What follows belongs to an exercise in optimizing a design on an open flow for small area, a short achievable clock period and few clock cycles per item; a production flow would make more cautious choices. No functional check of the RTL was part of any run shown here. No activity file was given, so power comes from the tool's default toggle rates.

==> design/flow/design.v <==
package slum_pkg;
    localparam int LIST_DEPTH = 16;
    localparam int VAL_W = 32;
endpackage
module sorted_list_union_merge
#(
    parameter int DEPTH = slum_pkg::LIST_DEPTH,
    parameter int QD = 16
)
(
    input  logic    clk,
    input  logic    rst_n,
    input  logic    push,
    output logic    full,
    input  logic [33:0] item,
    output logic    empty,
    input  logic    pop,
    output logic [34:0] result
);
    localparam int VW = slum_pkg::VAL_W;
    localparam int CW = $clog2(DEPTH + 1);
    localparam int SD = QD - 2;
    function automatic logic [1:0] cmp_lt_gt(input logic [VW-1:0] a, input logic [VW-1:0] b);
        logic [VW-1:0] l;
        logic [VW-1:0] g;
        for (int k = 0; k < VW; k++)
        begin
            l[k] = ~a[k] & b[k];
            g[k] = a[k] & ~b[k];
        end
        l[VW-1] = a[VW-1] & ~b[VW-1];
        g[VW-1] = ~a[VW-1] & b[VW-1];
        for (int lv = 1; lv < VW; lv = lv * 2)
        begin
            for (int k = 0; k < VW / (2 * lv); k++)
            begin
                l[k] = l[2*k+1] | (~g[2*k+1] & l[2*k]);
                g[k] = g[2*k+1] | (~l[2*k+1] & g[2*k]);
            end
        end
        cmp_lt_gt = {l[0], g[0]};
    endfunction
    logic          in_valid;
    logic [1:0]    in_act;
    logic [VW-1:0] in_val;
    logic          in_dup;
    logic          accept;
    logic          proc;
    logic          dup_new;
    assign accept = push && !full;
    always_ff @(posedge clk or negedge rst_n)
    begin
        if (!rst_n)
        begin
            in_valid <= 1'b0;
        end
        else if (accept)
        begin
            in_valid <= 1'b1;
        end
        else if (proc)
        begin
            in_valid <= 1'b0;
        end
    end
    always_ff @(posedge clk)
    begin
        if (accept)
        begin
            in_act <= item[33:32];
            in_val <= item[31:0];
            in_dup <= dup_new;
        end
    end
    logic [CW-1:0] cnt_a;
    logic [CW-1:0] cnt_b;
    logic [CW-1:0] st_a;
    logic [CW-1:0] st_b;
    logic          ovf;
    logic          first_a;
    logic          first_b;
    logic [VW-1:0] qa [SD];
    logic [VW-1:0] qb [SD];
    logic [SD-1:0] sa_sel;
    logic [SD-1:0] sb_sel;
    logic [VW-1:0] ha;
    logic [VW-1:0] hb;
    logic [VW-1:0] ha2;
    logic [VW-1:0] hb2;
    logic          ha_v;
    logic          hb_v;
    logic          ha2_v;
    logic          hb2_v;
    logic          pend_v;
    logic is_a;
    logic is_b;
    logic is_m;
    logic room_a;
    logic room_b;
    logic blocked;
    logic wr_a;
    logic wr_b;
    logic do_m;
    assign is_a = in_valid && (in_act == 2'd0);
    assign is_b = in_valid && (in_act == 2'd1);
    assign is_m = in_valid && (in_act == 2'd2);
    assign room_a = !cnt_a[CW-1];
    assign room_b = !cnt_b[CW-1];
    assign blocked = (is_a && room_a && !in_dup && sa_sel[SD-1])
                  || (is_b && room_b && !in_dup && sb_sel[SD-1])
                  || (is_m && pend_v);
    assign proc = in_valid && !blocked;
    assign wr_a = proc && is_a && room_a && !in_dup;
    assign wr_b = proc && is_b && room_b && !in_dup;
    logic eq_in;
    logic eq_qa;
    logic eq_qb;
    logic first_a_next;
    logic first_b_next;
    assign eq_in = (item[31:0] == in_val);
    assign eq_qa = (item[31:0] == qa[0]);
    assign eq_qb = (item[31:0] == qb[0]);
    assign first_a_next = do_m || (first_a && !(proc && is_a && room_a));
    assign first_b_next = do_m || (first_b && !(proc && is_b && room_b));
    assign dup_new = (item[33:32] == 2'd0) ? (!first_a_next && (wr_a ? eq_in : eq_qa))
                   : (item[33:32] == 2'd1) ? (!first_b_next && (wr_b ? eq_in : eq_qb))
                   : 1'b0;
    always_ff @(posedge clk or negedge rst_n)
    begin
        if (!rst_n)
        begin
            first_a <= 1'b1;
            first_b <= 1'b1;
        end
        else
        begin
            first_a <= first_a_next;
            first_b <= first_b_next;
        end
    end
    assign do_m = proc && is_m;
    always_ff @(posedge clk or negedge rst_n)
    begin
        if (!rst_n)
        begin
            cnt_a <= '0;
            cnt_b <= '0;
            st_a <= '0;
            st_b <= '0;
            ovf <= 1'b0;
        end
        else if (do_m)
        begin
            cnt_a <= '0;
            cnt_b <= '0;
            st_a <= '0;
            st_b <= '0;
            ovf <= 1'b0;
        end
        else if (proc)
        begin
            if (is_a)
            begin
                if (room_a)
                    cnt_a <= cnt_a + CW'(1);
                else
                    ovf <= 1'b1;
            end
            if (is_b)
            begin
                if (room_b)
                    cnt_b <= cnt_b + CW'(1);
                else
                    ovf <= 1'b1;
            end
            if (wr_a)
                st_a <= st_a + CW'(1);
            if (wr_b)
                st_b <= st_b + CW'(1);
        end
    end
    logic pop_a;
    logic pop_b;
    logic [VW-1:0] sha;
    logic [VW-1:0] shb;
    logic sa_empty;
    logic sb_empty;
    logic sa_wr;
    logic sb_wr;
    logic sa_rd;
    logic sb_rd;
    logic [SD-1:0] sa_sel_next;
    logic [SD-1:0] sb_sel_next;
    logic ha_v_next;
    logic hb_v_next;
    logic ha2_v_next;
    logic hb2_v_next;
    assign sa_empty = ~|sa_sel;
    assign sb_empty = ~|sb_sel;
    assign sa_wr = wr_a && (!sa_empty || (ha_v && ha2_v && !pop_a));
    assign sb_wr = wr_b && (!sb_empty || (hb_v && hb2_v && !pop_b));
    assign sa_rd = pop_a && !sa_empty;
    assign sb_rd = pop_b && !sb_empty;
    assign ha_v_next = pop_a ? (ha2_v || wr_a) : (ha_v || wr_a);
    assign hb_v_next = pop_b ? (hb2_v || wr_b) : (hb_v || wr_b);
    assign ha2_v_next = pop_a ? (!sa_empty || (ha2_v && wr_a)) : (ha2_v || (ha_v && wr_a));
    assign hb2_v_next = pop_b ? (!sb_empty || (hb2_v && wr_b)) : (hb2_v || (hb_v && wr_b));
    always_comb
    begin
        sa_sel_next = sa_sel;
        if (wr_a && !sa_rd)
            sa_sel_next = {sa_sel[SD-2:0], sa_wr && sa_empty};
        else if (sa_rd && !wr_a)
            sa_sel_next = {1'b0, sa_sel[SD-1:1]};
        sb_sel_next = sb_sel;
        if (wr_b && !sb_rd)
            sb_sel_next = {sb_sel[SD-2:0], sb_wr && sb_empty};
        else if (sb_rd && !wr_b)
            sb_sel_next = {1'b0, sb_sel[SD-1:1]};
    end
    always_comb
    begin
        sha = '0;
        shb = '0;
        for (int k = 0; k < SD; k++)
        begin
            sha = sha | (qa[k] & {VW{sa_sel[k]}});
            shb = shb | (qb[k] & {VW{sb_sel[k]}});
        end
    end
    always_ff @(posedge clk)
    begin
        if (wr_a)
        begin
            qa[0] <= in_val;
            for (int k = 1; k < SD; k++)
                qa[k] <= qa[k-1];
        end
        if (wr_b)
        begin
            qb[0] <= in_val;
            for (int k = 1; k < SD; k++)
                qb[k] <= qb[k-1];
        end
        if (pop_a || !ha_v)
            ha <= ha2_v ? ha2 : in_val;
        if (pop_b || !hb_v)
            hb <= hb2_v ? hb2 : in_val;
        if (pop_a || !ha2_v)
            ha2 <= sa_empty ? in_val : sha;
        if (pop_b || !hb2_v)
            hb2 <= sb_empty ? in_val : shb;
    end
    always_ff @(posedge clk or negedge rst_n)
    begin
        if (!rst_n)
        begin
            sa_sel <= '0;
            sb_sel <= '0;
            ha_v <= 1'b0;
            hb_v <= 1'b0;
            ha2_v <= 1'b0;
            hb2_v <= 1'b0;
        end
        else
        begin
            sa_sel <= sa_sel_next;
            sb_sel <= sb_sel_next;
            ha_v <= ha_v_next;
            hb_v <= hb_v_next;
            ha2_v <= ha2_v_next;
            hb2_v <= hb2_v_next;
        end
    end
    logic [2*CW:0] pend;
    logic          cmd_take;
    logic          pend_load;
    logic          pend_v_next;
    always_ff @(posedge clk)
    begin
        if (pend_load)
            pend <= {st_a, st_b, ovf};
    end
    always_ff @(posedge clk or negedge rst_n)
    begin
        if (!rst_n)
        begin
            pend_v <= 1'b0;
        end
        else
        begin
            pend_v <= pend_v_next;
        end
    end
    logic          n_valid;
    logic [1:0]    n_act;
    logic [CW-1:0] n_cnt_a;
    logic [CW-1:0] n_cnt_b;
    logic          n_qa_full;
    logic          n_qb_full;
    assign n_valid = accept || (in_valid && !proc);
    assign n_act = accept ? item[33:32] : in_act;
    assign n_qa_full = sa_sel[SD-1] || (wr_a && sa_sel[SD-2]);
    assign n_qb_full = sb_sel[SD-1] || (wr_b && sb_sel[SD-2]);
    always_comb
    begin
        n_cnt_a = cnt_a;
        n_cnt_b = cnt_b;
        if (do_m)
        begin
            n_cnt_a = '0;
            n_cnt_b = '0;
        end
        else if (proc && is_a && room_a)
            n_cnt_a = cnt_a + CW'(1);
        else if (proc && is_b && room_b)
            n_cnt_b = cnt_b + CW'(1);
    end
    always_ff @(posedge clk or negedge rst_n)
    begin
        if (!rst_n)
        begin
            full <= 1'b1;
        end
        else
        begin
            full <= n_valid && (
                   (n_act == 2'd0 && !n_cnt_a[CW-1] && n_qa_full)
                || (n_act == 2'd1 && !n_cnt_b[CW-1] && n_qb_full)
                || (n_act == 2'd2 && pend_v_next));
        end
    end
    logic          act;
    logic [CW-1:0] ra;
    logic [CW-1:0] rb;
    logic          a0;
    logic          a1;
    logic          b0;
    logic          b1;
    logic          r_ovf;
    logic          f_lt;
    logic          f_gt;
    logic          f_v;
    logic [1:0]    c_hh;
    logic [1:0]    c_2h;
    logic [1:0]    c_h2;
    logic [1:0]    c_22;
    logic          take_a;
    logic          take_b;
    logic          step;
    logic          done;
    logic [VW-1:0] r_val;
    logic          r_last;
    logic [2*CW:0] cmd_next;
    logic          o_valid;
    logic [34:0]   o_data;
    logic          s_valid;
    logic [34:0]   s_data;
    logic [34:0]   r_data;
    assign c_hh = cmp_lt_gt(ha, hb);
    assign c_2h = cmp_lt_gt(ha2, hb);
    assign c_h2 = cmp_lt_gt(ha, hb2);
    assign c_22 = cmp_lt_gt(ha2, hb2);
    assign take_a = !a0 && (b0 || !f_gt);
    assign take_b = !b0 && (a0 || !f_lt);
    assign step = act && (a0 || b0 || f_v) && !s_valid;
    assign pop_a = step && take_a;
    assign pop_b = step && take_b;
    assign r_last = (take_a ? a1 : a0) && (take_b ? b1 : b0);
    assign r_val = (ha & {VW{take_a}}) | (hb & {VW{take_b && !take_a}});
    assign done = !act || (step && r_last);
    assign cmd_take = done && (pend_v || do_m);
    assign cmd_next = pend_v ? pend : {st_a, st_b, ovf};
    assign pend_load = do_m && (pend_v || !done);
    assign pend_v_next = pend_load || (pend_v && !done);
    always_ff @(posedge clk or negedge rst_n)
    begin
        if (!rst_n)
        begin
            act <= 1'b0;
            f_v <= 1'b0;
        end
        else
        begin
            if (done)
                act <= cmd_take;
            f_v <= (pop_a ? ha2_v : ha_v) && (pop_b ? hb2_v : hb_v);
        end
    end
    always_ff @(posedge clk)
    begin
        {f_lt, f_gt} <= pop_a ? (pop_b ? c_22 : c_2h) : (pop_b ? c_h2 : c_hh);
        if (done)
        begin
            {ra, rb, r_ovf} <= cmd_next;
            a0 <= (cmd_next[2*CW:CW+1] == CW'(0));
            a1 <= (cmd_next[2*CW:CW+1] == CW'(1));
            b0 <= (cmd_next[CW:1] == CW'(0));
            b1 <= (cmd_next[CW:1] == CW'(1));
        end
        else if (step)
        begin
            if (take_a)
            begin
                ra <= ra - CW'(1);
                a0 <= a1;
                a1 <= (ra == CW'(2));
            end
            if (take_b)
            begin
                rb <= rb - CW'(1);
                b0 <= b1;
                b1 <= (rb == CW'(2));
            end
        end
    end
    assign r_data = {r_val, r_last, a0 && b0, r_ovf};
    always_ff @(posedge clk or negedge rst_n)
    begin
        if (!rst_n)
        begin
            o_valid <= 1'b0;
            s_valid <= 1'b0;
        end
        else
        begin
            if (!o_valid || pop)
                o_valid <= s_valid || step;
            if (s_valid)
                s_valid <= !pop;
            else
                s_valid <= step && o_valid && !pop;
        end
    end
    always_ff @(posedge clk)
    begin
        if (!o_valid || pop)
            o_data <= s_valid ? s_data : r_data;
        if (step && o_valid && !pop)
            s_data <= r_data;
    end
    assign empty = !o_valid;
    assign result = o_data;
endmodule
==> design/flow/run.sh <==
#!/bin/bash
# synth_recipe.tcl (not shown) runs the flow's synth.tcl, then flattens the netlist and writes it again
# the make line also repeats each setting of config.mk as NAME=value (left out here)
make -C /OpenROAD-flow-scripts/flow DESIGN_CONFIG=/design/flow/config.mk WORK_HOME=/design/flow/orfs CLKGATE_MAP_FILE= SYNTH_SCRIPT=/design/flow/synth_recipe.tcl finish
==> design/flow/config.mk <==
export PLATFORM = sky130hd
export DESIGN_NAME = sorted_list_union_merge
export DESIGN_NICKNAME = sorted_list_union_merge
export VERILOG_FILES = /design/flow/design.v
export SDC_FILE = /design/flow/constraint.sdc
export NUM_CORES = 4
export LEC_CHECK = 0
export CAP_MARGIN = 20
export CORE_MARGIN = 2
export CORE_UTILIZATION = 40
export SLEW_MARGIN = 20
==> design/flow/constraint.sdc <==
create_clock -name core_clock -period 5.0 [get_ports {clk}]
set_input_delay 1.0000 -clock core_clock [delete_from_list [all_inputs] [get_ports {clk}]]
set_output_delay 1.0000 -clock core_clock [all_outputs]
set_load 0.01 [all_outputs]
==> impl_summary.txt, run 1 <==
----------------------------------------------------
[Global route]
  Global-route wire length before repair ... 200,800 microns
  Via count of the first global-routing pass ... 28,200
  Residual overflow from global routing ... 0
  Maximum number of pins on one net before global-route repair ... 164
  Initial antenna violation count ... 4
  Total Routing Usage GR ... 21.73%

[CTS]
  CTS tree ... built
  Clock transition at the registers of the reported paths ... 0.06 ns
  TritonCTS buffer count ... 119
  Count of buffers added by post-CTS timing repair for setup ... 0
  Hold buffers post-CTS ... 0
  Insertion delay of the later-clocked pin in the worst-skew pair ... 0.74 ns
  CTS H-Tree Depth ... 3
  Master cell of the clock root buffer ... clkbuf_16
  # resized after CTS ... 0
  Clk buf depth ... 3
  Sinks on the clock net ... 1,219

[Worst setup path]
  CP required ... 5.63 ns
  Delay of the slowest critical-path stage ... 0.82 ns
  Worst-path fanout max ... 74
  CP most frequent cell ... nor3_1
  Sort of element at the start of the critical path ... flip-flop
  Critical path cell sequence ... nor4bb_4, a22oi_1, o21ai_0, nor2_4, buf_4, nand3_1, nor3_1, nor3_1, a21oi_1
  Cell at the slowest stage of the critical path ... buf_4
  CP top delay family ... simple AND/OR/NAND/NOR gates
  Data arrival time of the critical path ... 4.03 ns
  Critical setup path kind ... reg2reg
  Type of element capturing the critical path ... flip-flop
  Sum of buffers and inverters on the critical path ... 1

[Timing]
  Actual transition at the worst max-transition pin ... 1.089 ns
  Number of setup violations in the final report ... 0
  Shortest clock period the worst path allows after layout ... 3.397 ns
  Summed negative setup slack over all endpoints ... 0 ns
  Maximum frequency from static timing analysis ... 294.3 MHz
  Smallest hold slack ... 0.3868 ns
  Endpoints failing hold ... 0
  Number of pins exceeding their max-slew limit in the final report ... 0
  Period utilisation layout ... 67.95%
  RSZ-0062 raised after global routing ... false
  Setup Skew ... 0.02802 ns
  Headroom to the max-slew limit ... 27.42%

[Logic synthesis]
  Post-synthesis mux area share ... 2.969%
  Post-Syn Area per Cell ... 15.75 sq um
  Primary flip-flop cell chosen by synthesis mapping ... edfxtp_1
  Syn Inst Count ... 3,138
  Most instantiated library cell after synthesis ... edfxtp_1
  Cell type with the largest total area after synthesis ... edfxtp_1
  Top post-synthesis cells by area ... edfxtp_1, a221oi_1, dfrtp_1, a22o_1, mux2_2
  Area share of and/or/nand/nor cells after synthesis ... 4.784%
  Adder and majority cell fraction of the synthesized area ... 2.215%
  Post-synthesis share of cell area spent on xor and xnor gates ... 1.949%
  Combined area of all synthesized cells ... 49,430 sq um
  Synthesis warning total ... 3
  Number of flip-flops and latches in the synthesized netlist ... 1,219
  Dominant combinational cell family by area after synthesis ... compound AO/OA/AOI/OAI gates
  Number of distinct library cells after synthesis ... 71
  Post-synthesis net count ... 3,188
  Part of the Yosys area used for sequential elements ... 73.35%
  Area fraction of the dominant cell type after synthesis ... 70.04%
  Number of enable flip-flop cells after synthesis ... 1,153
  Proportion of register bits with asynchronous set or reset after synthesis ... 5.086%
  Compound-gate portion of the synthesized area ... 12.77%
  Top cells by count, synth ... edfxtp_1, a221oi_1, a22o_1, nand2_1, clkbuf_1

[Route]
  Via density per instance ... 5.990
  Detailed-route DRC error count ... 0
  Post-Route WL ... 139,800 microns
  DRC marker count from the first detailed-route iteration ... 3,858
  ANT nets after route ... 0
  Average wire per standard cell ... 28.20 microns
  Number of iterations in the first detailed-routing pass ... 5
  Count of vias placed by the detailed router ... 29,690

[Die]
  Die X ... 355.5 microns
  Initial Utilization ... 40.45%
  Height of the die ... 355.5 microns
  Boundary pin count ... 75
  Core Rows ... 128
  Area of the core region ... 122,200 sq um
  Die Area ... 126,400 sq um

[Pwr]
  Total power divided by cell area ... 568.9 nW/um^2
  Part of the power in registers ... 46.8%
  Clock power frac ... 28.6%
  Net switching power ... 10.33 mW
  Overall power of the completed layout ... 31.91 mW
  P_leak ... 18.42 nW
  Worst voltage drop across the vdd grid ... 0.0003898 V
  Combinational share of power ... 24.7%
  Cell internal power dissipation ... 21.58 mW
  Fraction of power spent switching nets ... 32.36%

[Layout]
  Fraction of final layout cells sized beyond drive strength 1 ... 11.50%
  Number of standard cells in the final layout excluding fillers ... 4,957
  Area added between synthesis and finish ... 13.47%
  Final #Nets ... 3,277

[Hold path]
  Min-delay worst type ... in2async

[Flow run]
  Maximum Capacitance Violations ... 0

[Placement]
  Number of buffer cells added on primary ports ... 74
  Final estimated routing congestion in global placement ... 0.8566
  Placed Cells incl. Taps ... 4,731
  Hpwl dp ... 84,430 microns

[Status]
  Outcome ... complete, no violations

----------------------------------------------------
## worst reg2reg max path, cell delays in order (launching register included)
cell,delay (ns)
dfxtp_1,0.55
nor4bb_4,0.10
a22oi_1,0.23
o21ai_0,0.30
nor2_4,0.62
buf_4,0.82
nand3_1,0.22
nor3_1,0.25
nor3_1,0.07
a21oi_1,0.16
## power groups by stage
stage	Clock (mW)	Sequential, mW	Combinational, mW
2_1_floorplan	0	14.4	5.18
3_3_place_gp	0	15.0	7.75
3_5_place_dp	0	15.1	7.82
4_1_cts	9.27	14.9	7.86
5_1_grt	9.66	15.1	8.55
6_report	9.11	14.9	7.87
## cell families after synthesis
kind of cell / after synthesis
flip-flops: 1219
adder cells (fa/ha/maj): 104
AO/OA/AOI/OAI: 819
AND/OR/NAND/NOR: 495
buffers and inverters: 257
multiplexers: 134
XOR/XNOR: 110
## final timing paths
kind / startpoint / endpoint / slack (ns) / depth (start not counted)
setup / recovery: in_act[1] / sb_sel[0] / 1.60 / 9
hold / removal: rst_n / o_valid / 0.39 / 1
setup reg to reg: in_act[1] / sb_sel[0] / 1.60 / 9
hold reg to reg: qa[7][19] / qa[8][19] / 0.43 / 0
max in group asynchronous: rst_n / sa_sel[13] / 3.98 / 1
min in group core_clock: qa[7][19] / qa[8][19] / 0.43 / 0
## sequential cells by signal (all words and copies together), names as in the netlist, 11 cells and up
signal and cells:
qa 448, qb 448, o_data 35, s_data 35, ha2 32, ha 32, hb2 32, hb 32
in_val 32, sa_sel 14, sb_sel 14, pend 11
## routing by layer
metal | global-route usage (%) | vias up | part of all wire, %
li1 | - | 12800 | -
met1 | 30.89 | 15310 | 43
met2 | 33.26 | 1361 | 45
met3 | 4.522 | 217 | 8.5
met4 | 7.373 | 2 | 3.5
met5 | 0 | - | 0.012
## metrics by stage
step | setup slack [ns] | instance area [sq um] | util (%)
4_1_cts | 1.567 | 56080 | 45.90
3_5_place_dp | 1.581 | 52150 | 42.68
5_1_grt | 1.139 | 56080 | 45.90
3_3_place_gp | 1.636 | 52150 | 42.68
6_report | 1.603 | 56090 | 45.90
2_1_floorplan | 0.07487 | 49440 | -
## cell type report
cell class,count,area [sq um]
Fill cell,10440,66110
Sequential cell,1219,36260
Multi-Input combinational cell,1662,12240
Clock buffer,141,3080
Tap cell,1625,2033
Timing Repair Buffer,134,1251
Clock inverter,82,849.6
Inverter,91,367.9
Antenna cell,3,7.507
## layout by cell type (no fill, tap or decap), types with 7 or more instances in the layout
cell type / n
edfxtp_1: 1153
a221oi_1: 195
nand2_1: 162
a22o_1: 162
a22oi_1: 130
nor2_1: 125
clkbuf_16: 119
xor2_1: 108
mux2_2: 101
o21ai_0: 97
inv_1: 88
maj3_1: 73
clkdlybuf4s50_1: 73
a21oi_1: 67
a41oi_1: 64
dfrtp_1: 57
buf_4: 56
nor2b_1: 49
nand2b_1: 48
mux2i_1: 33
nor4_1: 32
clkinv_1: 32
clkinv_2: 23
nand3_1: 22
clkbuf_1: 20
maj3_2: 19
nor3_1: 16
nand4_1: 14
bufinv_16: 14
ha_1: 12
a31oi_1: 11
o21ai_1: 8
o2111ai_1: 8
a21o_1: 8
o21a_1: 7
==> run 2, diff against run 1 <==
--- a/design/flow/config.mk
+++ b/design/flow/config.mk
@@ -6,6 +6,9 @@
 export NUM_CORES = 4
 export LEC_CHECK = 0
+export ABC_CLOCK_PERIOD_IN_PS = 2400
 export CAP_MARGIN = 20
 export CORE_MARGIN = 2
 export CORE_UTILIZATION = 40
+export SETUP_SLACK_MARGIN = 2.6
 export SLEW_MARGIN = 20
+export TNS_END_PERCENT = 100
==> impl_summary.txt, run 2 <==
----------------------------------------------------
[Hold path]
  Min-delay worst type ... in2async

[Timing]
  Headroom to the max-slew limit ... 34.91% (+7.5 points)
  Number of setup violations in the final report ... 0 (unchanged)
  Actual transition at the worst max-transition pin ... 0.9764 ns (-0.1124 ns)
  Setup Skew ... 0.03166 ns (+0.003638 ns)
  Number of pins exceeding their max-slew limit in the final report ... 0 (unchanged)
  Shortest clock period the worst path allows after layout ... 2.617 ns (-0.7801 ns)
  Endpoints failing hold ... 0 (unchanged)
  Maximum frequency from static timing analysis ... 382.1 MHz (+30%)
  Summed negative setup slack over all endpoints ... 0 ns (unchanged)
  RSZ-0062 raised after global routing ... true
  Period utilisation layout ... 52.34% (-16 points)

[Worst setup path]
  Worst-path fanout max ... 6 (-92%)
  CP most frequent cell ... maj3_2
  CP required ... 5.66 ns (+0.03 ns)
  Critical path cell sequence ... nor2b_1, maj3_2, maj3_2, maj3_2, a21oi_2, maj3_2, a21o_1, a31oi_2, a211oi_2
  Delay of the slowest critical-path stage ... 0.49 ns (-0.33 ns)
  Reg-to-Reg Start ... hb2[8]
  Cell at the slowest stage of the critical path ... edfxtp_1
  Startpoint of the most critical setup path ... hb2[8]
  Data arrival time of the critical path ... 3.28 ns (-0.75 ns)
  Sort of element at the start of the critical path ... flip-flop
  Type of element capturing the critical path ... flip-flop
  Critical setup path kind ... reg2reg

[Global route]
  Global-route wire length before repair ... 205,900 microns (+2.5%)
  Initial antenna violation count ... 15 (+11)
  Residual overflow from global routing ... 0 (unchanged)
  Maximum number of pins on one net before global-route repair ... 124 (-24%)
  Total Routing Usage GR ... 22.45% (+0.72 points)
  Via count of the first global-routing pass ... 29,010 (+2.9%)

[Logic synthesis]
  Post-synthesis net count ... 3,188 (unchanged)
  Combined area of all synthesized cells ... 49,430 sq um (unchanged)
  Top cells by count, synth ... edfxtp_1, a221oi_1, a22o_1, nand2_1, clkbuf_1
  Primary flip-flop cell chosen by synthesis mapping ... edfxtp_1
  Number of distinct library cells after synthesis ... 71 (unchanged)
  Area fraction of the dominant cell type after synthesis ... 70.04% (unchanged)
  Syn Inst Count ... 3,138 (unchanged)
  Synthesis warning total ... 3 (unchanged)
  Number of flip-flops and latches in the synthesized netlist ... 1,219 (unchanged)
  Post-Syn Area per Cell ... 15.75 sq um (unchanged)
  Part of the Yosys area used for sequential elements ... 73.35% (unchanged)
  Proportion of register bits with asynchronous set or reset after synthesis ... 5.086% (unchanged)
  Most instantiated library cell after synthesis ... edfxtp_1
  Number of enable flip-flop cells after synthesis ... 1,153 (unchanged)
  Top post-synthesis cells by area ... edfxtp_1, a221oi_1, dfrtp_1, a22o_1, mux2_2
  Cell type with the largest total area after synthesis ... edfxtp_1

[Flow run]
  Maximum Capacitance Violations ... 0 (unchanged)

[Die]
  Initial Utilization ... 40.45% (unchanged)
  Height of the die ... 355.5 microns (unchanged)
  Boundary pin count ... 75 (unchanged)
  Core Rows ... 128 (unchanged)
  Die X ... 355.5 microns (unchanged)
  Area of the core region ... 122,200 sq um (unchanged)
  Die Area ... 126,400 sq um (unchanged)

[CTS]
  CTS H-Tree Depth ... 4 (+1)
  Master cell of the clock root buffer ... clkbuf_16
  Insertion delay of the later-clocked pin in the worst-skew pair ... 0.75 ns (about the same)
  CTS tree ... built
  Sinks on the clock net ... 1,219 (unchanged)
  Clk buf depth ... 3 (unchanged)
  Clock transition at the registers of the reported paths ... 0.06 ns (about the same)
  TritonCTS buffer count ... 130 (+9.2%)

[Route]
  Post-Route WL ... 146,500 microns (+4.8%)
  Via density per instance ... 6.066 (+1.3%)
  Average wire per standard cell ... 29.03 microns (+2.9%)
  ANT nets after route ... 0 (unchanged)
  Number of iterations in the first detailed-routing pass ... 6 (+1)
  Detailed-route DRC error count ... 0 (unchanged)
  Count of vias placed by the detailed router ... 30,620 (+3.1%)
  DRC marker count from the first detailed-route iteration ... 4,642 (+20%)

[Placement]
  Hpwl dp ... 86,180 microns (+2.1%)
  Placed inst area ... 52,260 sq um (+0.21%)
  Final estimated routing congestion in global placement ... 0.8869 (+3.5%)
  Number of buffer cells added on primary ports ... 74 (unchanged)

[Layout]
  Area added between synthesis and finish ... 16.51%
  Top flop regs ... qa (448), qb (448)
  Fraction of final layout cells sized beyond drive strength 1 ... 17.17% (+5.7 points)
  Finished Cell Area ... 57,590 sq um (+2.7%)
  Leading cell types in the layout, fill and taps excluded ... edfxtp_1, a221oi_1, a22o_1
  Final #Nets ... 3,364 (+2.7%)
  Most common cell after layout, fill and taps aside ... edfxtp_1

[Pwr]
  Total power divided by cell area ... 575.0 nW/um^2 (+1.1%)
  P_leak ... 19.21 nW (+4.3%)
  Worst voltage drop across the vdd grid ... 0.0002880 V (-26%)

[Status]
  Outcome ... complete, no violations

----------------------------------------------------
-- run 2: cell families (layout without fill, tap and decap cells) --
logic type / count (synthesis) / count (layout) / share of synthesized area (%)
AO/OA/AOI/OAI: 819 / 820 / 12.77
flip-flops: 1219 / 1219 / 73.35
XOR/XNOR: 110 / 110 / 1.949
multiplexers: 134 / 134 / 2.969
other: 0 / 5 / 0
buffers and inverters: 257 / 533 / 1.959
AND/OR/NAND/NOR: 495 / 498 / 4.784
adder cells (fa/ha/maj): 104 / 104 / 2.215
-- run 2: through the flow --
step / utilization [%] / power [mW] / worst slack [ns] / hold slack, ns / cells
3_3_place_gp: 42.77 / 22.95 / 1.690 / 0.4294 / 4730
4_1_cts: 46.61 / 32.75 / 2.458 / 0.3900 / 5008
2_1_floorplan: - / 19.68 / 1.805 / 0.4222 / 3138
3_5_place_dp: 42.77 / 23.03 / 1.595 / 0.4329 / 4730
5_1_grt: 47.12 / 34.49 / 2.293 / 0.4099 / 5043
6_report: 47.13 / 33.12 / 2.383 / 0.3696 / 5048
-- run 2: worst max-delay path: cells and delay by family (launching register included) --
family                     cells  cell delay, ns
adders and majority gates      4            1.16
and+or+nand+nor                1            0.18
AOI/OAI and AO/OA              4            0.68
DFF                            1            0.49
-- run 2: final timing paths --
path | endpoint | slack (ns) | cells past startpoint
worst max-delay path | f_gt | 2.38 | 9
worst min-delay path | s_valid | 0.37 | 1
worst max register to register | f_gt | 2.38 | 9
worst min register to register | qa[8][20] | 0.44 | 0
max in group asynchronous | sb_sel[0] | 3.90 | 1
min in group core_clock | qa[8][20] | 0.44 | 0
-- run 2: area by class of cell --
type / instances / area [sq um]
inverters: 91 / 382.9
fillers: 10400 / 64610
well taps: 1625 / 2033
clock inverters: 70 / 635.6
flip-flops and latches: 1219 / 36270
multi-input cells: 1666 / 12780
clock buffers: 166 / 3471
repair inverters: 3 / 43.79
diodes: 5 / 12.51
repair buffers: 203 / 1958
-- run 2: where the power goes --
part           internal (mW)  switching (mW)  total (mW)  leakage (nW)
registers               13.4            1.64        15.0          11.6
clock network           5.24            4.11        9.35          2.00
logic                   3.48            5.27        8.75          5.65
-- run 2: repair_timing --
| action | 4_1_cts | 5_1_grt |
|---|---|---|
| pin swaps | 33 | 16 |
| endpoints found under the hold margin | 0 | 0 |
| setup buffers | 37 | 25 |
| setup endpoints to repair | 1199 | 838 |
| gates cloned | 5 | 10 |
| hold buffers | 0 | 0 |
| gates resized for setup | 218 | 61 |
-- run 2: metal layers --
| layer | GRT usage (%) | share of wire [%] | vias to the layer above |
|---|---|---|---|
| li1 | - | - | 13010 |
| met3 | 5.639 | 11 | 218 |
| met4 | 7.229 | 2.7 | 2 |
| met2 | 32.03 | 43 | 1718 |
| met5 | 0 | 0.012 | - |
| met1 | 33.48 | 43 | 15680 |
==> run 3, diff against run 2 <==
--- a/design/flow/design.v
+++ b/design/flow/design.v
@@ -196,14 +196,22 @@
     logic ha2_v_next;
     logic hb2_v_next;
+    logic adv_a;
+    logic adv_b;
+    logic h2a_free;
+    logic h2b_free;
     assign sa_empty = ~|sa_sel;
     assign sb_empty = ~|sb_sel;
-    assign sa_wr = wr_a && (!sa_empty || (ha_v && ha2_v && !pop_a));
-    assign sb_wr = wr_b && (!sb_empty || (hb_v && hb2_v && !pop_b));
-    assign sa_rd = pop_a && !sa_empty;
-    assign sb_rd = pop_b && !sb_empty;
-    assign ha_v_next = pop_a ? (ha2_v || wr_a) : (ha_v || wr_a);
-    assign hb_v_next = pop_b ? (hb2_v || wr_b) : (hb_v || wr_b);
-    assign ha2_v_next = pop_a ? (!sa_empty || (ha2_v && wr_a)) : (ha2_v || (ha_v && wr_a));
-    assign hb2_v_next = pop_b ? (!sb_empty || (hb2_v && wr_b)) : (hb2_v || (hb_v && wr_b));
+    assign adv_a = (pop_a || !ha_v) && ha2_v;
+    assign adv_b = (pop_b || !hb_v) && hb2_v;
+    assign h2a_free = adv_a || !ha2_v;
+    assign h2b_free = adv_b || !hb2_v;
+    assign sa_wr = wr_a && !(h2a_free && sa_empty);
+    assign sb_wr = wr_b && !(h2b_free && sb_empty);
+    assign sa_rd = h2a_free && !sa_empty;
+    assign sb_rd = h2b_free && !sb_empty;
+    assign ha_v_next = adv_a || (ha_v && !pop_a);
+    assign hb_v_next = adv_b || (hb_v && !pop_b);
+    assign ha2_v_next = h2a_free ? (!sa_empty || wr_a) : 1'b1;
+    assign hb2_v_next = h2b_free ? (!sb_empty || wr_b) : 1'b1;
     always_comb
     begin
@@ -243,11 +251,11 @@
                 qb[k] <= qb[k-1];
         end
-        if (pop_a || !ha_v)
-            ha <= ha2_v ? ha2 : in_val;
-        if (pop_b || !hb_v)
-            hb <= hb2_v ? hb2 : in_val;
-        if (pop_a || !ha2_v)
+        if (adv_a)
+            ha <= ha2;
+        if (adv_b)
+            hb <= hb2;
+        if (h2a_free)
             ha2 <= sa_empty ? in_val : sha;
-        if (pop_b || !hb2_v)
+        if (h2b_free)
             hb2 <= sb_empty ? in_val : shb;
     end
@@ -321,5 +329,5 @@
         if (!rst_n)
         begin
-            full <= 1'b1;
+            full <= 1'b0;
         end
         else
@@ -341,6 +349,10 @@
     logic          f_lt;
     logic          f_gt;
-    logic          f_v;
-    logic [1:0]    c_hh;
+    logic [1:0]    f_q;
+    logic [1:0]    q_2h;
+    logic [1:0]    q_h2;
+    logic [1:0]    q_22;
+    logic          pa_q;
+    logic          pb_q;
     logic [1:0]    c_2h;
     logic [1:0]    c_h2;
@@ -358,11 +370,11 @@
     logic [34:0]   s_data;
     logic [34:0]   r_data;
-    assign c_hh = cmp_lt_gt(ha, hb);
     assign c_2h = cmp_lt_gt(ha2, hb);
     assign c_h2 = cmp_lt_gt(ha, hb2);
     assign c_22 = cmp_lt_gt(ha2, hb2);
+    assign {f_lt, f_gt} = pa_q ? (pb_q ? q_22 : q_2h) : (pb_q ? q_h2 : f_q);
     assign take_a = !a0 && (b0 || !f_gt);
     assign take_b = !b0 && (a0 || !f_lt);
-    assign step = act && (a0 || b0 || f_v) && !s_valid;
+    assign step = act && !s_valid;
     assign pop_a = step && take_a;
     assign pop_b = step && take_b;
@@ -379,5 +391,4 @@
         begin
             act <= 1'b0;
-            f_v <= 1'b0;
         end
         else
@@ -385,10 +396,14 @@
             if (done)
                 act <= cmd_take;
-            f_v <= (pop_a ? ha2_v : ha_v) && (pop_b ? hb2_v : hb_v);
         end
     end
     always_ff @(posedge clk)
     begin
-        {f_lt, f_gt} <= pop_a ? (pop_b ? c_22 : c_2h) : (pop_b ? c_h2 : c_hh);
+        f_q <= {f_lt, f_gt};
+        q_2h <= c_2h;
+        q_h2 <= c_h2;
+        q_22 <= c_22;
+        pa_q <= adv_a;
+        pb_q <= adv_b;
         if (done)
         begin
--- a/design/flow/config.mk
+++ b/design/flow/config.mk
@@ -6,9 +6,8 @@
 export NUM_CORES = 4
 export LEC_CHECK = 0
-export ABC_CLOCK_PERIOD_IN_PS = 2400
 export CAP_MARGIN = 20
 export CORE_MARGIN = 2
-export CORE_UTILIZATION = 40
-export SETUP_SLACK_MARGIN = 2.6
+export CORE_UTILIZATION = 55
+export SETUP_SLACK_MARGIN = 2.9
 export SLEW_MARGIN = 20
 export TNS_END_PERCENT = 100
==> impl_summary.txt, run 3 <==
----------------------------------------------------
[Global route]
  Initial antenna violation count ... 9 (-6)
  Via count of the first global-routing pass ... 28,740 (-0.91%)
  Residual overflow from global routing ... 0 (unchanged)
  Maximum number of pins on one net before global-route repair ... 77 (-38%)
  Global-route wire length before repair ... 200,300 microns (-2.7%)
  Total Routing Usage GR ... 30.88% (+8.4 points)

[Layout]
  Most common cell after layout, fill and taps aside ... edfxtp_1
  Final #Nets ... 3,299 (-1.9%)
  Fraction of final layout cells sized beyond drive strength 1 ... 25.43% (+8.3 points)
  Leading cell types in the layout, fill and taps excluded ... edfxtp_1, a221oi_1, buf_4
  Area added between synthesis and finish ... 22.06%
  Number of standard cells in the final layout excluding fillers ... 4,506 (-11%)
  Top flop regs ... qa (448), qb (448)
  Final core occ ... 67.72% (+21 points)

[Placement]
  Placed Cells incl. Taps ... 4,042 (-15%)
  Number of buffer cells added on primary ports ... 74 (unchanged)
  Hpwl dp ... 81,630 microns (-5.3%)
  Final estimated routing congestion in global placement ... 0.9001 (+1.5%)

[Worst setup path]
  Type of element capturing the critical path ... flip-flop
  Critical setup path kind ... reg2reg
  Cell at the slowest stage of the critical path ... mux4_2
  Data arrival time of the critical path ... 3.08 ns (-0.20 ns)
  Delay of the slowest critical-path stage ... 0.54 ns (+0.05 ns)
  CP required ... 5.63 ns (-0.03 ns)
  CP most frequent cell ... nand2b_4
  Critical path cell sequence ... mux4_2, nand2b_4, nand2b_4, o21ai_4, clkinvlp_4, buf_6, nand2_8, nand2_4, ha_4, buf_12, buf_16, o21ai_2
  Worst-path fanout max ... 7 (+1)
  Sort of element at the start of the critical path ... flip-flop

[Timing]
  Maximum frequency from static timing analysis ... 408.7 MHz (+7.0%)
  Shortest clock period the worst path allows after layout ... 2.447 ns (-0.1705 ns)
  Period utilisation layout ... 48.93% (-3.4 points)
  Number of setup violations in the final report ... 0 (unchanged)
  RSZ-0062 raised after global routing ... true
  Actual transition at the worst max-transition pin ... 0.7587 ns (-0.2177 ns)
  Endpoints failing hold ... 0 (unchanged)
  Setup Skew ... 0.02914 ns (-0.002520 ns)
  Number of pins exceeding their max-slew limit in the final report ... 0 (unchanged)
  Summed negative setup slack over all endpoints ... 0 ns (unchanged)
  Headroom to the max-slew limit ... 49.42% (+15 points)

[Die]
  Height of the die ... 299.6 microns (-16%)
  Initial Utilization ... 55.48% (+15 points)
  Die X ... 299.6 microns (-16%)
  Core Rows ... 108 (-16%)
  Die Area ... 89,760 sq um (-29%)
  Boundary pin count ... 75 (unchanged)
  Area of the core region ... 86,620 sq um (-29%)

[Hold path]
  Min-delay worst type ... in2async

[Logic synthesis]
  Number of flip-flops and latches in the synthesized netlist ... 1,226 (+0.57%)
  Proportion of register bits with asynchronous set or reset after synthesis ... 4.976% (-0.11 points)
  Cell type with the largest total area after synthesis ... edfxtp_1
  Post-synthesis net count ... 2,969 (-6.9%)
  Top cells by count, synth ... edfxtp_1, a221oi_1, a22o_1, nand2_1, clkbuf_1
  Part of the Yosys area used for sequential elements ... 75.73% (+2.4 points)
  Primary flip-flop cell chosen by synthesis mapping ... edfxtp_1
  Post-Syn Area per Cell ... 16.46 sq um (+4.5%)
  Combined area of all synthesized cells ... 48,060 sq um (-2.8%)
  Most instantiated library cell after synthesis ... edfxtp_1
  Synthesis warning total ... 3 (unchanged)
  Number of distinct library cells after synthesis ... 70 (-1.4%)
  Area fraction of the dominant cell type after synthesis ... 72.05% (+2.0 points)
  Top post-synthesis cells by area ... edfxtp_1, a221oi_1, dfrtp_1, a22o_1, a22oi_1
  Number of enable flip-flop cells after synthesis ... 1,153 (unchanged)
  Syn Inst Count ... 2,919 (-7.0%)

[Pwr]
  Combinational share of power ... 27.7% (+1.3 points)
  Net switching power ... 9.998 mW (-9.3%)
  Cell internal power dissipation ... 22.16 mW (+0.31%)
  P_leak ... 19.95 nW (+3.8%)
  Clock power frac ... 29.2% (+1.0 points)
  Part of the power in registers ... 43.1% (-2.2 points)
  Total power divided by cell area ... 548.3 nW/um^2 (-4.6%)
  Worst voltage drop across the vdd grid ... 0.0003742 V (+30%)
  Fraction of power spent switching nets ... 31.09% (-2.2 points)

[CTS]
  Master cell of the clock root buffer ... clkbuf_16
  CTS tree ... built
  Clk buf depth ... 3 (unchanged)
  Sinks on the clock net ... 1,226 (+0.57%)
  Insertion delay of the later-clocked pin in the worst-skew pair ... 0.76 ns (about the same)
  TritonCTS buffer count ... 131 (+0.77%)
  Clock transition at the registers of the reported paths ... 0.06 ns (about the same)
  CTS H-Tree Depth ... 4 (unchanged)
  Hold buffers post-CTS ... 0 (unchanged)

[Route]
  Number of iterations in the first detailed-routing pass ... 6 (unchanged)
  Count of vias placed by the detailed router ... 29,970 (-2.1%)
  Post-Route WL ... 143,200 microns (-2.3%)
  Average wire per standard cell ... 31.77 microns (+9.4%)
  DRC marker count from the first detailed-route iteration ... 3,325 (-28%)
  Via density per instance ... 6.651 (+9.6%)
  ANT nets after route ... 0 (unchanged)
  Detailed-route DRC error count ... 0 (unchanged)

[Flow run]
  Maximum Capacitance Violations ... 0 (unchanged)

[Status]
  Outcome ... complete, no violations

----------------------------------------------------
run 3: cell count changes after synthesis, moves of 17 or more:
cell and delta:
nor2_1 -17, o21ai_0 -30, a21oi_1 -25, inv_1 -25, mux2_2 -62, nand2_1 -18
run 3: worst paths after layout:
check | startpoint | endpoint | slack [ns] | cells after the start
setup / recovery | pb_q | sb_sel[4] | 2.55 | 12
hold / removal | rst_n | s_valid | 0.26 | 1
setup reg to reg | pb_q | sb_sel[4] | 2.55 | 12
hold reg to reg | qa[9][10] | qa[10][10] | 0.44 | 0
max in group asynchronous | rst_n | sb_sel[5] | 3.70 | 2
min in group core_clock | qa[9][10] | qa[10][10] | 0.44 | 0
run 3: critical path, delay by kind of cell, from the launching register on:
kind                     cells  cell delay [ns]
adder cells (fa/ha/maj)      1             0.32
buffers and inverters        4             0.55
AND/OR/NAND/NOR              4             0.31
flip-flops                   1             0.34
multiplexers                 1             0.54
AO/OA/AOI/OAI                2             0.28
run 3: logic make-up after synthesis:
| family | synth area share, % |
|---|---|
| adder cells (fa/ha/maj) | 1.849 |
| buffers and inverters | 1.835 |
| AO/OA/AOI/OAI | 12.12 |
| flip-flops | 75.73 |
| multiplexers | 1.716 |
| XOR/XNOR | 2.023 |
| AND/OR/NAND/NOR | 4.731 |
run 3: per-layer routing:
layer  up-vias  wire, microns  share of wire (%)  global-route usage (%)
met5         -             50              0.035                       0
met4         8           4901                3.4                   11.29
met3       253          11580                8.1                   4.900
met2      1476          66380                 46                   47.64
met1     15720          60240                 42                   44.98
li1      12520              -                  -                       -
run 3: timing repair:
| item | 4_1_cts | 5_1_grt |
|---|---|---|
| buffers inserted | 93 | 98 |
| endpoints found under the setup margin | 1285 | 753 |
| gates cloned | 22 | 16 |
| pin swaps | 55 | 87 |
| gates resized for setup | 459 | 258 |
run 3: per-stage QoR:
step           hold slack (ns)  power, mW  cell area, sq um  setup slack, ns
3_5_place_dp            0.4330      19.87             50250            1.793
2_1_floorplan           0.4206      17.18             48270            2.033
4_1_cts                 0.2219      30.79             56590            2.584
6_report                0.2592      32.16             58660            2.553
3_3_place_gp            0.4293      19.72             50250            1.840
5_1_grt                 0.2679      33.16             58650            2.465
run 3: final cells by class:
| class | count | area [sq um] |
|---|---|---|
| diodes | 4 | 10.01 |
| repair inverters | 3 | 43.79 |
| well taps | 1155 | 1445 |
| clock buffers | 164 | 3486 |
| flip-flops and latches | 1226 | 36400 |
| repair buffers | 348 | 3764 |
| inverters | 65 | 274.0 |
| multi-input cells | 1474 | 12630 |
| clock inverters | 67 | 596.8 |
| fillers | 5886 | 27960 |
run 3: power by group through the flow:
stage | Sequential, mW | Combinational [mW] | Clock, mW
after global placement | 14.0 | 5.72 | 0
final | 13.9 | 8.90 | 9.39
after CTS | 13.9 | 7.41 | 9.53
after floorplan | 13.6 | 3.56 | 0
after global routing | 14.0 | 9.28 | 9.91
after detailed placement | 14.1 | 5.82 | 0
==> run 4, diff against run 3 <==
--- a/design/flow/design.v
+++ b/design/flow/design.v
@@ -45,7 +45,14 @@
     logic [VW-1:0] in_val;
     logic          in_dup;
+    logic [3:0]    in_eq;
+    logic          in_nf;
+    logic          in_ld_a;
+    logic          in_ld_b;
     logic          accept;
     logic          proc;
-    logic          dup_new;
+    logic [3:0]    eq_new;
+    logic          nf_new;
+    logic          ld_a_new;
+    logic          ld_b_new;
     assign accept = push && !full;
     always_ff @(posedge clk or negedge rst_n)
@@ -70,5 +77,8 @@
             in_act <= item[33:32];
             in_val <= item[31:0];
-            in_dup <= dup_new;
+            in_eq <= eq_new;
+            in_nf <= nf_new;
+            in_ld_a <= ld_a_new;
+            in_ld_b <= ld_b_new;
         end
     end
@@ -107,23 +117,31 @@
     assign room_a = !cnt_a[CW-1];
     assign room_b = !cnt_b[CW-1];
-    assign blocked = (is_a && room_a && !in_dup && sa_sel[SD-1])
-                  || (is_b && room_b && !in_dup && sb_sel[SD-1])
+    assign in_dup = in_nf && (&in_eq);
+    assign blocked = (in_valid && in_ld_a && !in_dup && sa_sel[SD-1])
+                  || (in_valid && in_ld_b && !in_dup && sb_sel[SD-1])
                   || (is_m && pend_v);
     assign proc = in_valid && !blocked;
-    assign wr_a = proc && is_a && room_a && !in_dup;
-    assign wr_b = proc && is_b && room_b && !in_dup;
-    logic eq_in;
-    logic eq_qa;
-    logic eq_qb;
+    assign wr_a = in_valid && in_ld_a && !in_dup && !sa_sel[SD-1];
+    assign wr_b = in_valid && in_ld_b && !in_dup && !sb_sel[SD-1];
+    logic [3:0] eq_in;
+    logic [3:0] eq_qa;
+    logic [3:0] eq_qb;
     logic first_a_next;
     logic first_b_next;
-    assign eq_in = (item[31:0] == in_val);
-    assign eq_qa = (item[31:0] == qa[0]);
-    assign eq_qb = (item[31:0] == qb[0]);
+    always_comb
+    begin
+        for (int k = 0; k < 4; k++)
+        begin
+            eq_in[k] = (item[8*k +: 8] == in_val[8*k +: 8]);
+            eq_qa[k] = (item[8*k +: 8] == qa[0][8*k +: 8]);
+            eq_qb[k] = (item[8*k +: 8] == qb[0][8*k +: 8]);
+        end
+    end
     assign first_a_next = do_m || (first_a && !(proc && is_a && room_a));
     assign first_b_next = do_m || (first_b && !(proc && is_b && room_b));
-    assign dup_new = (item[33:32] == 2'd0) ? (!first_a_next && (wr_a ? eq_in : eq_qa))
-                   : (item[33:32] == 2'd1) ? (!first_b_next && (wr_b ? eq_in : eq_qb))
-                   : 1'b0;
+    assign eq_new = item[32] ? (wr_b ? eq_in : eq_qb) : (wr_a ? eq_in : eq_qa);
+    assign nf_new = item[32] ? !first_b_next : !first_a_next;
+    assign ld_a_new = (item[33:32] == 2'd0) && !n_cnt_a[CW-1];
+    assign ld_b_new = (item[33:32] == 2'd1) && !n_cnt_b[CW-1];
     always_ff @(posedge clk or negedge rst_n)
     begin
@@ -186,8 +204,4 @@
     logic sa_empty;
     logic sb_empty;
-    logic sa_wr;
-    logic sb_wr;
-    logic sa_rd;
-    logic sb_rd;
     logic [SD-1:0] sa_sel_next;
     logic [SD-1:0] sb_sel_next;
@@ -204,27 +218,20 @@
     assign adv_a = (pop_a || !ha_v) && ha2_v;
     assign adv_b = (pop_b || !hb_v) && hb2_v;
-    assign h2a_free = adv_a || !ha2_v;
-    assign h2b_free = adv_b || !hb2_v;
-    assign sa_wr = wr_a && !(h2a_free && sa_empty);
-    assign sb_wr = wr_b && !(h2b_free && sb_empty);
-    assign sa_rd = h2a_free && !sa_empty;
-    assign sb_rd = h2b_free && !sb_empty;
-    assign ha_v_next = adv_a || (ha_v && !pop_a);
-    assign hb_v_next = adv_b || (hb_v && !pop_b);
+    assign h2a_free = pop_a || !ha_v || !ha2_v;
+    assign h2b_free = pop_b || !hb_v || !hb2_v;
+    assign ha_v_next = pop_a ? ha2_v : (ha_v || ha2_v);
+    assign hb_v_next = pop_b ? hb2_v : (hb_v || hb2_v);
     assign ha2_v_next = h2a_free ? (!sa_empty || wr_a) : 1'b1;
     assign hb2_v_next = h2b_free ? (!sb_empty || wr_b) : 1'b1;
-    always_comb
-    begin
-        sa_sel_next = sa_sel;
-        if (wr_a && !sa_rd)
-            sa_sel_next = {sa_sel[SD-2:0], sa_wr && sa_empty};
-        else if (sa_rd && !wr_a)
-            sa_sel_next = {1'b0, sa_sel[SD-1:1]};
-        sb_sel_next = sb_sel;
-        if (wr_b && !sb_rd)
-            sb_sel_next = {sb_sel[SD-2:0], sb_wr && sb_empty};
-        else if (sb_rd && !wr_b)
-            sb_sel_next = {1'b0, sb_sel[SD-1:1]};
-    end
+    logic [SD-1:0] sa_sel_free;
+    logic [SD-1:0] sb_sel_free;
+    logic [SD-1:0] sa_sel_kept;
+    logic [SD-1:0] sb_sel_kept;
+    assign sa_sel_free = wr_a ? sa_sel : {1'b0, sa_sel[SD-1:1]};
+    assign sb_sel_free = wr_b ? sb_sel : {1'b0, sb_sel[SD-1:1]};
+    assign sa_sel_kept = wr_a ? {sa_sel[SD-2:0], sa_empty} : sa_sel;
+    assign sb_sel_kept = wr_b ? {sb_sel[SD-2:0], sb_empty} : sb_sel;
+    assign sa_sel_next = h2a_free ? sa_sel_free : sa_sel_kept;
+    assign sb_sel_next = h2b_free ? sb_sel_free : sb_sel_kept;
     always_comb
     begin
@@ -309,6 +316,6 @@
     assign n_valid = accept || (in_valid && !proc);
     assign n_act = accept ? item[33:32] : in_act;
-    assign n_qa_full = sa_sel[SD-1] || (wr_a && sa_sel[SD-2]);
-    assign n_qb_full = sb_sel[SD-1] || (wr_b && sb_sel[SD-2]);
+    assign n_qa_full = sa_sel_next[SD-1];
+    assign n_qb_full = sb_sel_next[SD-1];
     always_comb
     begin
@@ -353,6 +360,8 @@
     logic [1:0]    q_h2;
     logic [1:0]    q_22;
-    logic          pa_q;
-    logic          pb_q;
+    logic          s_22;
+    logic          s_2h;
+    logic          s_h2;
+    logic          s_hh;
     logic [1:0]    c_2h;
     logic [1:0]    c_h2;
@@ -367,14 +376,13 @@
     logic          o_valid;
     logic [34:0]   o_data;
-    logic          s_valid;
-    logic [34:0]   s_data;
     logic [34:0]   r_data;
     assign c_2h = cmp_lt_gt(ha2, hb);
     assign c_h2 = cmp_lt_gt(ha, hb2);
     assign c_22 = cmp_lt_gt(ha2, hb2);
-    assign {f_lt, f_gt} = pa_q ? (pb_q ? q_22 : q_2h) : (pb_q ? q_h2 : f_q);
+    assign {f_lt, f_gt} = (q_22 & {2{s_22}}) | (q_2h & {2{s_2h}})
+                        | (q_h2 & {2{s_h2}}) | (f_q & {2{s_hh}});
     assign take_a = !a0 && (b0 || !f_gt);
     assign take_b = !b0 && (a0 || !f_lt);
-    assign step = act && !s_valid;
+    assign step = act && (!o_valid || pop);
     assign pop_a = step && take_a;
     assign pop_b = step && take_b;
@@ -404,6 +412,8 @@
         q_h2 <= c_h2;
         q_22 <= c_22;
-        pa_q <= adv_a;
-        pb_q <= adv_b;
+        s_22 <= adv_a && adv_b;
+        s_2h <= adv_a && !adv_b;
+        s_h2 <= !adv_a && adv_b;
+        s_hh <= !adv_a && !adv_b;
         if (done)
         begin
@@ -436,22 +446,18 @@
         begin
             o_valid <= 1'b0;
-            s_valid <= 1'b0;
         end
-        else
+        else if (step)
         begin
-            if (!o_valid || pop)
-                o_valid <= s_valid || step;
-            if (s_valid)
-                s_valid <= !pop;
-            else
-                s_valid <= step && o_valid && !pop;
+            o_valid <= 1'b1;
+        end
+        else if (pop)
+        begin
+            o_valid <= 1'b0;
         end
     end
     always_ff @(posedge clk)
     begin
-        if (!o_valid || pop)
-            o_data <= s_valid ? s_data : r_data;
-        if (step && o_valid && !pop)
-            s_data <= r_data;
+        if (step)
+            o_data <= r_data;
     end
     assign empty = !o_valid;
--- a/design/flow/config.mk
+++ b/design/flow/config.mk
@@ -9,4 +9,7 @@
 export CORE_MARGIN = 2
 export CORE_UTILIZATION = 55
+export CTS_BUF_LIST = sky130_fd_sc_hd__clkbuf_8
+export CTS_CLUSTER_DIAMETER = 50
+export CTS_CLUSTER_SIZE = 12
 export SETUP_SLACK_MARGIN = 2.9
 export SLEW_MARGIN = 20
==> impl_summary.txt, run 4 <==
----------------------------------------------------
[Worst setup path]
  CP top delay family ... flip-flops
  Sum of buffers and inverters on the critical path ... 1 (-3)
  Data arrival time of the critical path ... 1.52 ns (-1.56 ns)
  Startpoint of the most critical setup path ... o_data[16]
  Endpoint of the worst-slack reg-to-reg timing path ... sb_sel[12]
  R2r setup slk ... 2.79 ns (+0.24 ns)
  Worst-path fanout max ... 1 (-6)
  Depth of the most critical reg-to-reg path ... 10 (-2)
  CP required ... 4.00 ns (-1.63 ns)
  Reg-to-Reg Start ... in_eq[1]
  Type of element capturing the critical path ... output pin
  Delay of the slowest critical-path stage ... 0.52 ns (-0.02 ns)
  Cell at the slowest stage of the critical path ... edfxtp_1
  Sort of element at the start of the critical path ... flip-flop
  Critical path cell sequence ... buf_2
  Critical setup path kind ... reg2out

[Global route]
  Met1 demand-to-capacity share in global routing ... 43.04% (-1.9 points)
  Maximum number of pins on one net before global-route repair ... 63 (-18%)
  Initial antenna violation count ... 11 (+2)
  Met2 track demand over resource in global routing ... 45.68% (-2.0 points)
  Most used routing layer ... met2
  Total Routing Usage GR ... 30.09% (-0.79 points)
  Global-route wire length before repair ... 191,500 microns (-4.4%)
  Met3 usage ... 5.786% (+0.89 points)
  Via count of the first global-routing pass ... 28,560 (-0.62%)
  Residual overflow from global routing ... 0 (unchanged)

[CTS]
  CTS tree ... built
  CTS H-Tree Depth ... 4 (unchanged)
  Insertion delay of the later-clocked pin in the worst-skew pair ... 0.81 ns (+0.05 ns)
  Clock transition at the registers of the reported paths ... 0.08 ns (+0.02 ns)
  Master cell of the clock root buffer ... clkbuf_8
  Sinks on the clock net ... 1,198 (-2.3%)
  Hold buffers post-CTS ... 0 (unchanged)
  TritonCTS buffer count ... 130 (-0.76%)
  Clk buf depth ... 3 (unchanged)

[Timing]
  Actual transition at the worst max-transition pin ... 1.044 ns (+0.2855 ns)
  Shortest clock period the worst path allows after layout ... 2.519 ns (+0.07222 ns)
  Number of setup violations in the final report ... 0 (unchanged)
  Setup Skew ... 0.04066 ns (+0.01152 ns)
  Maximum frequency from static timing analysis ... 397.0 MHz (-2.9%)
  Summed negative setup slack over all endpoints ... 0 ns (unchanged)
  Number of pins exceeding their max-slew limit in the final report ... 0 (unchanged)
  RSZ-0062 raised after global routing ... true
  Headroom to the max-slew limit ... 30.39% (-19 points)
  Endpoints failing hold ... 0 (unchanged)
  Period utilisation layout ... 50.38% (+1.4 points)

[Logic synthesis]
  Number of flip-flops and latches in the synthesized netlist ... 1,198 (-2.3%)
  Cell type with the largest total area after synthesis ... edfxtp_1
  Proportion of register bits with asynchronous set or reset after synthesis ... 5.008% (+0.033 points)
  Number of distinct library cells after synthesis ... 87 (+24%)
  Synthesis warning total ... 3 (unchanged)
  Part of the Yosys area used for sequential elements ... 75.74% (about the same)
  Syn Inst Count ... 2,919 (unchanged)
  Post-synthesis net count ... 2,967 (-0.067%)
  Area fraction of the dominant cell type after synthesis ... 71.94% (-0.11 points)
  Top cells by count, synth ... edfxtp_1, a221oi_1, nor2_1, a22o_1, a22oi_1
  Top post-synthesis cells by area ... edfxtp_1, a221oi_1, dfrtp_1, a22o_1, a22oi_1
  Most instantiated library cell after synthesis ... edfxtp_1
  Combined area of all synthesized cells ... 46,920 sq um (-2.4%)
  Post-Syn Area per Cell ... 16.07 sq um (-2.4%)
  Primary flip-flop cell chosen by synthesis mapping ... edfxtp_1
  Number of enable flip-flop cells after synthesis ... 1,124 (-2.5%)

[Placement]
  Number of buffer cells added on primary ports ... 74 (unchanged)
  Final estimated routing congestion in global placement ... 0.8710 (-3.2%)
  Hpwl dp ... 77,170 microns (-5.5%)
  Placed Cells incl. Taps ... 4,048 (+0.15%)

[Route]
  Detailed-route DRC error count ... 0 (unchanged)
  Post-Route WL ... 135,900 microns (-5.1%)
  Via density per instance ... 6.701 (+0.75%)
  Average wire per standard cell ... 30.52 microns (-3.9%)
  DRC marker count from the first detailed-route iteration ... 3,878 (+17%)
  Count of vias placed by the detailed router ... 29,830 (-0.46%)
  Number of iterations in the first detailed-routing pass ... 6 (unchanged)
  ANT nets after route ... 0 (unchanged)

[Flow run]
  Maximum Capacitance Violations ... 0 (unchanged)

[Pwr]
  Total power divided by cell area ... 524.7 nW/um^2 (-4.3%)
  Overall power of the completed layout ... 29.06 mW (-9.6%)
  Worst voltage drop across the vdd grid ... 0.0003531 V (-5.6%)
  P_leak ... 18.46 nW (-7.5%)

[Layout]
  Fraction of final layout cells sized beyond drive strength 1 ... 19.76% (-5.7 points)
  Most common cell after layout, fill and taps aside ... edfxtp_1
  Top flop regs ... qa (448), qb (448), o_data (35)
  Final #Nets ... 3,280 (-0.58%)
  Area added between synthesis and finish ... 18.06%
  Number of standard cells in the final layout excluding fillers ... 4,452 (-1.2%)
  Leading cell types in the layout, fill and taps excluded ... edfxtp_1, a221oi_1, a22o_1

[Die]
  Height of the die ... 296.1 microns (-1.2%)
  Initial Utilization ... 55.28% (-0.20 points)
  Boundary pin count ... 75 (unchanged)
  Die Area ... 87,660 sq um (-2.3%)
  Area of the core region ... 84,880 sq um (-2.0%)
  Core Rows ... 107 (-0.93%)
  Die X ... 296.1 microns (-1.2%)

[Hold path]
  Min-delay worst type ... in2async

[Status]
  Outcome ... complete, no violations

----------------------------------------------------
run 4: cell types whose count changed after synthesis, moves of 29 or more:
cell,delta
xnor2_1,+96
xor2_1,-93
mux2_2,-35
nor2_1,+74
maj3_1,-44
a21oi_1,+30
edfxtp_1,-29
run 4: worst max path at each step:
stage,endpoint,depth (start not counted)
after floorplan,sb_sel[3],7
after global placement,ha[24],7
after detailed placement,ha[24],7
after CTS,result[16],1
after global routing,result[16],1
final,result[16],1
run 4: cell families after synthesis:
group / Yosys count / share of synthesized area (%)
XOR/XNOR: 116 / 2.197
buffers and inverters: 229 / 1.925
adder cells (fa/ha/maj): 38 / 0.8773
AO/OA/AOI/OAI: 834 / 14.03
flip-flops: 1198 / 75.74
AND/OR/NAND/NOR: 490 / 4.920
multiplexers: 14 / 0.3093
run 4: what timing repair did:
action	CTS	global route
resized for setup	323	195
hold endpoints to repair	0	0
pin swaps	28	51
cloned	26	45
endpoints found under the setup margin	1218	879
buffers inserted	60	65
run 4: per-layer routing:
| layer | routed length (microns) | share of wire, % |
|---|---|---|
| met3 | 12280 | 9.0 |
| met1 | 55690 | 41 |
| met5 | 63 | 0.046 |
| met4 | 5792 | 4.3 |
| met2 | 62060 | 46 |
run 4: through the flow:
step           util, %  cell area, sq um  setup WS [ns]  hold slack [ns]
4_1_cts          62.44             53000          2.451           0.2696
6_report         65.26             55390          2.481           0.2798
3_3_place_gp     57.81             49070          1.308           0.4290
2_1_floorplan        -             46970          1.900           0.4003
5_1_grt          65.25             55390          2.461           0.3091
3_5_place_dp     57.81             49070          1.261           0.4329
run 4: final cells by class:
cell class | instances | area (sq um)
clock inverters | 68 | 417.9
multi-input cells | 1495 | 11510
repair inverters | 4 | 51.30
fillers | 5999 | 29490
flip-flops and latches | 1198 | 35560
inverters | 77 | 321.6
well taps | 1144 | 1431
diodes | 4 | 10.01
clock buffers | 136 | 1872
repair buffers | 326 | 4224
run 4: power breakdown:
group | leakage [nW] | switching, mW | internal (mW) | total [mW]
clock network | 1.26 | 3.50 | 2.65 | 6.15
logic | 6.36 | 5.09 | 3.11 | 8.20
registers | 10.8 | 1.22 | 13.5 | 14.7
total | 18.5 | 9.81 | 19.3 | 29.1
==> run 5, diff against run 4 <==
--- a/design/flow/config.mk
+++ b/design/flow/config.mk
@@ -14,3 +14,3 @@
 export SETUP_SLACK_MARGIN = 2.9
 export SLEW_MARGIN = 20
-export TNS_END_PERCENT = 100
+export TNS_END_PERCENT = 10
==> impl_summary.txt, run 5 <==
----------------------------------------------------
[Status]
  Outcome ... complete, no violations

[CTS]
  Hold buffers post-CTS ... 0 (unchanged)
  CTS tree ... built
  TritonCTS buffer count ... 132 (+1.5%)
  Master cell of the clock root buffer ... clkbuf_8
  Clock transition at the registers of the reported paths ... 0.08 ns (about the same)
  Clk buf depth ... 3 (unchanged)
  Insertion delay of the later-clocked pin in the worst-skew pair ... 0.81 ns (about the same)
  CTS H-Tree Depth ... 4 (unchanged)

[Logic synthesis]
  Syn Inst Count ... 2,919 (unchanged)
  Synthesis warning total ... 3 (unchanged)
  Post-synthesis net count ... 2,967 (unchanged)
  Most instantiated library cell after synthesis ... edfxtp_1
  Post-Syn Area per Cell ... 16.07 sq um (unchanged)
  Number of enable flip-flop cells after synthesis ... 1,124 (unchanged)
  Proportion of register bits with asynchronous set or reset after synthesis ... 5.008% (unchanged)
  Area fraction of the dominant cell type after synthesis ... 71.94% (unchanged)
  Primary flip-flop cell chosen by synthesis mapping ... edfxtp_1
  Cell type with the largest total area after synthesis ... edfxtp_1
  Number of distinct library cells after synthesis ... 87 (unchanged)

[Timing]
  Maximum frequency from static timing analysis ... 402.1 MHz (+1.3%)
  Setup Skew ... 0.03076 ns (-0.009903 ns)
  Smallest hold slack ... 0.1605 ns (-0.1193 ns)
  Shortest clock period the worst path allows after layout ... 2.487 ns (-0.03213 ns)
  Headroom to the max-slew limit ... 31.33% (+0.94 points)
  Actual transition at the worst max-transition pin ... 1.028 ns (-0.01579 ns)
  Period utilisation layout ... 49.74% (-0.64 points)
  Summed negative setup slack over all endpoints ... 0 ns (unchanged)
  Endpoints failing hold ... 0 (unchanged)

[Route]
  Count of vias placed by the detailed router ... 29,300 (-1.8%)
  ANT nets after route ... 0 (unchanged)
  Via density per instance ... 6.689 (-0.18%)
  DRT met1 WL ... 54,730 microns (-1.7%)
  Average wire per standard cell ... 30.45 microns (-0.23%)
  Uppermost layer routed ... met5
  Post-Route WL ... 133,400 microns (-1.8%)
  Number of iterations in the first detailed-routing pass ... 8 (+2)
  Met2 WL post-DR ... 61,830 microns (-0.38%)

[Global route]
  Global-route wire length before repair ... 186,000 microns (-2.9%)
  Maximum number of pins on one net before global-route repair ... 102 (+62%)
  Initial antenna violation count ... 7 (-4)
  Via count of the first global-routing pass ... 27,780 (-2.7%)

[Pwr]
  Clock power frac ... 22.9% (+1.8 points)
  Worst voltage drop across the vdd grid ... 0.0002776 V (-21%)
  P_leak ... 17.80 nW (-3.6%)
  Total power divided by cell area ... 532.0 nW/um^2 (+1.4%)
  Net switching power ... 9.404 mW (-4.1%)
  Part of the power in registers ... 51.9% (+1.3 points)
  Combinational share of power ... 25.2% (-3.0 points)

[Layout]
  Area added between synthesis and finish ... 14.12%
  Leading cell types in the layout, fill and taps excluded ... edfxtp_1, a221oi_1, nor2_1
  Fraction of final layout cells sized beyond drive strength 1 ... 13.85% (-5.9 points)
  Most common cell after layout, fill and taps aside ... edfxtp_1

[Placement]
  Final estimated routing congestion in global placement ... 0.9008 (+3.4%)
  Hpwl dp ... 77,510 microns (+0.43%)

[Worst setup path]
  Delay of the slowest critical-path stage ... 0.49 ns (-0.03 ns)
  CP required ... 4.00 ns (about the same)
  Cell at the slowest stage of the critical path ... edfxtp_1
  Type of element capturing the critical path ... output pin
  Worst-path fanout max ... 1 (unchanged)
  Critical setup path kind ... reg2out
  Data arrival time of the critical path ... 1.49 ns (-0.03 ns)
  Depth of the most critical reg-to-reg path ... 9 (-1)
  Sum of buffers and inverters on the critical path ... 1 (unchanged)
  Count of cell instances traversed by the critical path ... 1 (unchanged)

[Die]
  Boundary pin count ... 75 (unchanged)
  Die Area ... 87,660 sq um (unchanged)
  Height of the die ... 296.1 microns (unchanged)
  Initial Utilization ... 55.28% (unchanged)

[Flow run]
  Maximum Capacitance Violations ... 0 (unchanged)

[Hold path]
  Min-delay worst type ... in2async

----------------------------------------------------
[run 5: cell counts after synthesis]
Identical to the previous run, type by type.
[run 5: cell type report]
cell class / count / area [sq um] / share of cell area (%)
inverters: 77 / 330.3 / 0.6169
repair inverters: 4 / 50.05 / 0.09347
clock buffers: 138 / 1899 / 3.547
clock inverters: 80 / 606.8 / 1.133
repair buffers: 243 / 2846 / 5.316
diodes: 1 / 2.502 / 0.004673
multi-input cells: 1495 / 10820 / 20.21
well taps: 1144 / 1431 / 2.673
flip-flops and latches: 1198 / 35560 / 66.40
[run 5: repair_timing]
| item | CTS | global route |
|---|---|---|
| pin swaps | 3 | 17 |
| resized for setup | 87 | 103 |
| gates cloned | 13 | 28 |
| endpoints found under the hold margin | 0 | 0 |
| endpoints found under the setup margin | 1271 | 1229 |
| setup buffers | 6 | 70 |
[run 5: cell families after synthesis]
kind of cell	share of synthesized area (%)
compound gates	14.03
xor+xnor	2.197
fa+ha+maj	0.8773
buf+inv	1.925
flops	75.74
mux	0.3093
simple gates	4.920
[run 5: final timing paths]
check	end	startpoint	slack, ns
max	result[21]	o_data[21]	2.51
min	st_a[4]	rst_n	0.16
max reg2reg	in_eq[3]	in_eq[1]	2.53
min reg2reg	qb[12][24]	qb[11][24]	0.44
max in group asynchronous	sb_sel[5]	rst_n	3.74
min in group core_clock	qb[12][24]	qb[11][24]	0.44
[run 5: metal layers]
| layer | vias to the layer above | GRT usage [%] |
|---|---|---|
| met5 | - | 0 |
| met4 | 4 | 10.77 |
| met3 | 256 | 5.096 |
| met2 | 1675 | 45.42 |
| met1 | 15060 | 42.18 |
| li1 | 12310 | - |
[run 5: power by group through the flow]
stage                     sequential (mW)  combinational, mW  clock, mW
after floorplan                      14.4               3.74          0
after global placement               14.9               5.87          0
after detailed placement             15.0               5.99          0
after CTS                            14.8               6.18       6.63
after global routing                 14.9               7.58       7.02
final                                14.8               7.19       6.51
[run 5: stage by stage]
stage          setup slack (ns)  cells  util (%)  cell area [sq um]
2_1_floorplan             1.896   2919         -              46970
3_3_place_gp              1.519   4043     57.75              49020
3_5_place_dp              1.510   4043     57.75              49020
4_1_cts                   2.454   4280     61.20              51940
5_1_grt                   2.470   4380     63.08              53550
6_report                  2.513   4380     63.08              53550

Check on run 5: ideal ports give 2.513 ns setup slack; a clkbuf_16 on the clock port and buf_2 on the inputs give 2.453 ns; moving port delays by the midpoint clock arrival (0.857 ns) as well gives 1.822 ns.
